Source: an optimization exercise on an open RTL-to-GDS flow (aim: small area, a short achievable clock period and few clock cycles per item). Production flows keep margins and buffers that such runs may drop. The RTL was checked by simulation tests, not by an equivalence proof against the original design. Power figures rest on the tool's default switching activity, not on a simulated workload.

==> try-umber: inputs <==
// softened_gravity_accumulator
module softened_gravity_accumulator #(
  parameter int COORD_WIDTH = 32,
  parameter int SUM_WIDTH   = 64
) (
  input  wire logic clk,
  input  wire logic rst,
  input  wire logic cfg_wr_en,
  input  wire logic [sga_pkg::EPS_W-1:0] cfg_wr_data,
  input  wire logic s_axis_tvalid,
  output logic      s_axis_tready,
  input  wire logic [((6*COORD_WIDTH+sga_pkg::MASS_W+7)/8)*8-1:0] s_axis_tdata,
  input  wire logic s_axis_tuser,
  input  wire logic s_axis_tlast,
  output logic      m_axis_tvalid,
  input  wire logic m_axis_tready,
  output logic [3*sga_pkg::ACC_W-1:0] m_axis_tdata
);
  localparam int CW = COORD_WIDTH;
  logic [EPS_W-1:0]       softening_sq;
  logic [2:0][CW-1:0]     tgt, src;
  logic                   out_free, start;
  sga_pkg::sga_status_t            st;
  logic signed [SUM_WIDTH-1:0] sx, sy, sz;
  always_comb begin
    for (int i = 0; i < 3; i++) begin
      tgt[i] = s_axis_tdata[i*CW +: CW];
      src[i] = s_axis_tdata[(3+i)*CW +: CW];
    end
    s_axis_tready = !st.busy;
    start         = s_axis_tvalid && s_axis_tready;
    out_free      = !m_axis_tvalid || m_axis_tready;
  end
  always_ff @(posedge clk) begin
    if (rst) begin
      softening_sq <= '0;
    end else if (cfg_wr_en) begin
      softening_sq <= cfg_wr_data;
    end
  end
  sga_core #(.CW(CW), .SW(SUM_WIDTH)) u_core (
    .clk(clk), .rst(rst), .start(start),
    .tgt(tgt), .src(src),
    .mass_in(s_axis_tdata[6*CW +: MASS_W]),
    .first_in(s_axis_tuser), .last_in(s_axis_tlast),
    .softening_sq(softening_sq), .out_free(out_free),
    .status(st), .sum_x(sx), .sum_y(sy), .sum_z(sz)
  );
  always_ff @(posedge clk) begin
    if (rst) begin
      m_axis_tvalid <= 1'b0;
    end else if (st.done && st.last && out_free) begin
      m_axis_tvalid <= 1'b1;
    end else if (m_axis_tready) begin
      m_axis_tvalid <= 1'b0;
    end
  end
  always_ff @(posedge clk) begin
    if (st.done && st.last && out_free) begin
  ...
make LEC_CHECK=0 CAP_MARGIN=20 CORE_MARGIN=2 CORE_UTILIZATION=40 SETUP_SLACK_MARGIN=2 SLEW_MARGIN=20 finish   # period 8.0 ns
run.sh (not shown) runs the stock make flow with config.mk's settings and CLKGATE_MAP_FILE= SYNTH_SCRIPT=/design/flow/synth_recipe.tcl, a recipe that flattens the netlist after the stock synthesis.
==> try-pepper (differences from try-umber) <==
--- a/flow/design.v
+++ b/flow/design.v
@@ -178,15 +178,15 @@
           end
         end
         S_SQR: begin
           acc    <= mul_val;
           mcand  <= mcand << 1;
           mplier <= mplier >> 1;
           cnt    <= cnt + 1'b1;
-          if (cnt == CNTW'(DW-1) || (mplier >> 1) == '0) begin
+          if (cnt == CNTW'(DW-1)) begin
             cnt <= '0;
             if (axis == 2'd2) begin
               rreg  <= mul_val[RW-1:0];
               rt    <= '0;
               one   <= RW'(1) << (2*(SQW-1));
               state <= (mul_val[RW-1:0] == '0) ? S_FIN : S_ROOT;
             end else begin
@@ -210,30 +210,30 @@
           end
         end
         S_DEN: begin
           acc    <= mul_val;
           mcand  <= mcand << 1;
           mplier <= mplier >> 1;
           cnt    <= cnt + 1'b1;
-          if (cnt == CNTW'(SQW-1) || (mplier >> 1) == '0) begin
+          if (cnt == CNTW'(SQW-1)) begin
             cnt    <= '0;
             den    <= mul_val[DENW-1:0];
             axis   <= '0;
             acc    <= '0;
             mcand  <= W'(ad[0]);
             mplier <= MPW'(mass);
             state  <= S_MULM;
           end
         end
         S_MULM: begin
           acc    <= mul_val;
           mcand  <= mcand << 1;
           mplier <= mplier >> 1;
           cnt    <= cnt + 1'b1;
-          if (cnt == CNTW'(MASS_W-1) || (mplier >> 1) == '0) begin
+          if (cnt == CNTW'(MASS_W-1)) begin
             cnt   <= '0;
             acc   <= W'(numw[NUMW-1:QW]);
             nlo   <= numw[QW-1:0];
             state <= S_SATCHK;
           end
         end
         S_SATCHK: begin
--- a/flow/config.mk
+++ b/flow/config.mk
@@ -4,9 +4,8 @@
 export VERILOG_FILES = /design/flow/design.v
 export SDC_FILE = /design/flow/constraint.sdc
 export NUM_CORES = 4
 export LEC_CHECK = 0
 export CAP_MARGIN = 20
 export CORE_MARGIN = 2
 export CORE_UTILIZATION = 40
-export SETUP_SLACK_MARGIN = 2
 export SLEW_MARGIN = 20
==> try-violet (differences from try-umber) <==
--- a/flow/design.v
+++ b/flow/design.v
@@ -138,14 +138,39 @@
   end
   always_comb begin
     mul_val = mplier[0] ? alu_y : acc;
     rt_nx   = alu_ge ? ((rt >> 1) | one) : (rt >> 1);
     numw    = {mul_val[PW-1:0], {FRAC_SH{1'b0}}};
     ad_nxt  = (axis == 2'd0) ? ad[1] : ad[2];
   end
+  logic [14:0]  anz, dnz8;
+  logic [16:0]  dsf;
+  logic         k8;
+  logic [119:0] accx, denx;
+  always_comb begin
+    accx = 120'(acc);
+    denx = 120'(den);
+    for (int j = 0; j < 15; j++) begin
+      anz[j]  = |accx[8*j +: 8];
+      dnz8[j] = |denx[8*j +: 8];
+    end
+    dsf[16] = 1'b0;
+    dsf[15] = 1'b0;
+    for (int j = 14; j >= 0; j--) dsf[j] = dsf[j+1] | dnz8[j];
+    k8 = dsf[1] && (q == '0) && (cnt < CNTW'(QW - 8));
+    for (int j = 0; j < 15; j++) begin
+      if (anz[j] && !dsf[j+2]) k8 = 1'b0;
+    end
+  end
+  logic         rskip;
+  logic [7:0]   rzero;
+  always_comb begin
+    for (int j = 0; j < 8; j++) rzero[j] = ((acc >> (2*SQW - 8 - 8*j)) == '0);
+    rskip = (rt == '0) && (cnt[1:0] == 2'd0) && (cnt <= CNTW'(SQW - 5)) && rzero[cnt[4:2]];
+  end
   always_comb begin
     term    = neg[axis] ? -(SW'(mag)) : SW'(mag);
     sum_sel = sums[axis];
     sum_w   = {sum_sel[SW-1], sum_sel} + {term[SW-1], term};
     if (sum_w[SW] != sum_w[SW-1]) begin
       sat_val = sum_w[SW] ? {1'b1, {(SW-1){1'b0}}} : {1'b0, {(SW-1){1'b1}}};
     end else begin
@@ -192,15 +217,18 @@
             end else begin
               axis   <= axis + 1'b1;
               mcand  <= W'(ad_nxt);
               mplier <= MPW'(ad_nxt);
             end
           end
         end
-        S_ROOT: begin
+        S_ROOT: if (rskip) begin
+          one <= one >> 8;
+          cnt <= cnt + CNTW'(4);
+        end else begin
           if (alu_ge) acc <= alu_y;
           rt  <= rt_nx;
           one <= one >> 2;
           cnt <= cnt + 1'b1;
           if (cnt == CNTW'(SQW-1)) begin
             cnt    <= '0;
             acc    <= '0;
@@ -242,22 +270,28 @@
             state <= S_ACCUM;
           end else begin
             q     <= '0;
             state <= S_DIV;
           end
         end
         S_DIV: begin
-          acc <= alu_ge ? alu_y : alu_a;
-          nlo <= nlo << 1;
-          q   <= {q[QW-2:0], alu_ge};
-          cnt <= cnt + 1'b1;
-          if (cnt == CNTW'(QW-1)) begin
-            cnt   <= '0;
-            mag   <= {q[QW-2:0], alu_ge};
-            state <= S_ACCUM;
+          if (k8) begin
+            acc <= {acc[W-9:0], nlo[QW-1 -: 8]};
+            nlo <= nlo << 8;
+            cnt <= cnt + CNTW'(8);
+          end else begin
+            acc <= alu_ge ? alu_y : alu_a;
+            nlo <= nlo << 1;
+            q   <= {q[QW-2:0], alu_ge};
+            cnt <= cnt + 1'b1;
+            if (cnt == CNTW'(QW-1)) begin
+              cnt   <= '0;
+              mag   <= {q[QW-2:0], alu_ge};
+              state <= S_ACCUM;
+            end
           end
         end
         S_ACCUM: begin
           sums[axis] <= sat_val;
           if (axis == 2'd2) begin
             state <= S_FIN;
           end else begin
==> results.txt <==
The sequential cell area came out at 38600 um^2. The flow ran to the end and the layout has no timing, DRC or antenna violations. From bottom edge to top edge, the die measures between 400 and 500 um.

The detailed router's first-iteration violation count is around 5.6k. Traced cell by cell, the critical path runs through or4_1, nor3_4, buf_12, buf_4, o21ai_0, o211a_1, ha_1, nand2_1, o21ai_0, a21oi_1, a2111oi_0, o311ai_0, o21ai_2, nand3_1, a211oi_2, nor2_1, buf_4, a21oi_4, buf_12. The aggregate global-route resource usage came out at roughly 25%.

The routed design uses roughly 120000 um of met2 wire. For met2 alone, demand over resource in global routing was 40.7%. The routed layout has approximately 60k vias.

The number of antenna repair diodes came out at 4. In the final routing, the length of wire on met1 measures 104000 um. Of all power groups, the one with the highest power is sequential cells.

The most critical setup path has its startpoint at u_core.state[8]$_SDFFE_PP0P_. The minimum setup slack in the final design came out at 0.442 ns.
That was try-pepper.
==> results.txt <==
The run finished with no timing, DRC or antenna violations. In this run the worst setup path begins at u_core.state[3]$_SDFFE_PP0P_. The total via count after detailed routing came out at roughly 66k. In the global route stage, met2 resource usage came out at a little under half.

The critical path goes through nor3_4, nand2_4, nor3_4, buf_4, buf_12, buf_8, a221o_1, inv_1, ha_1, a21oi_1, o211ai_1, a221o_2, o211ai_4, nand2_2, xnor2_1, o21ai_0, a221o_1, a21oi_1, o221ai_1, o21a_1. The aggregate global-route resource usage is 28.6%. The number of antenna repair diodes is 7. After detailed routing, the wire length on met1 is 119000 um. The minimum setup slack in the final design is 2.07 ns.
That was try-violet.
==> results.txt <==
The die height is ~430 um. The number of antenna repair diodes is 5. The wire length on met2 is around 120000 um. The minimum setup slack in the final design came out at about 2.0 ns. Global routing used 42.2% of the available met2 tracks. The flow ran to the end and the layout has no timing, DRC or antenna violations. The total via count after detailed routing came out at approximately 58k. In the global route stage, overall resource usage came out at 24.7%. Traced cell by cell, the critical path runs through or4_4, nor3_4, buf_12, buf_12, nand2_1, nand2_1, ha_4, a21oi_1, o21ai_0, a21oi_2, a21oi_1, a211o_1, buf_4, a21boi_2, and2_2, xnor2_1, mux2_4, a2111oi_4, buf_4, nand4_1, or4_4, nor4_4, buf_4, o22ai_1. The most critical setup path has its startpoint at u_core.state[0]$_SDFFE_PP1P_.
That was try-umber.
Testbench counts of try-umber, summed over its fixed seeds: cycles 732,450, items 1,920.
Testbench counts of try-pepper, summed over its fixed seeds: cycles 883,208, items 1,920.
Testbench counts of try-violet, summed over its fixed seeds: cycles 519,551, items 1,920.

==> afterwards: timing with drivers on the ports <==
The results above use ideal ports. As a check the final layouts listed here were re-extracted and re-timed, cells and wires unchanged. Step 1: set_driving_cell puts a clkbuf_16 on clk and a buf_2 on each other input, an assumption about the parent block. Step 2 adds t to the input delays and takes it off the output delays; t is the mean of the earliest and latest rising clock arrival at the registers after step 1. Input paths then give back, and output paths get back, about the clock's delay inside the block. a / b / c = no drivers / after step 1 / after step 2; a / b = the first two.
run | t, ns | setup slack, ns | hold slack, ns | worst data-port slew with drivers (ns)
try-umber | 0.889 | 1.951 / 1.951 / 1.266 | 0.441 / 0.441 / 0.441 | 0.09
try-pepper | 0.887 | 0.442 / 0.442 / 0.442 | 0.431 / 0.431 / 0.431 | 0.11
try-violet | 0.909 | 2.068 / 2.068 / 1.456 | 0.441 / 0.441 / 0.441 | 0.10
After both steps setup and hold are still met in every run listed. The setup slack of try-umber, which loses most, moves by 0.000 ns with the drivers and by -0.685 ns with both steps.
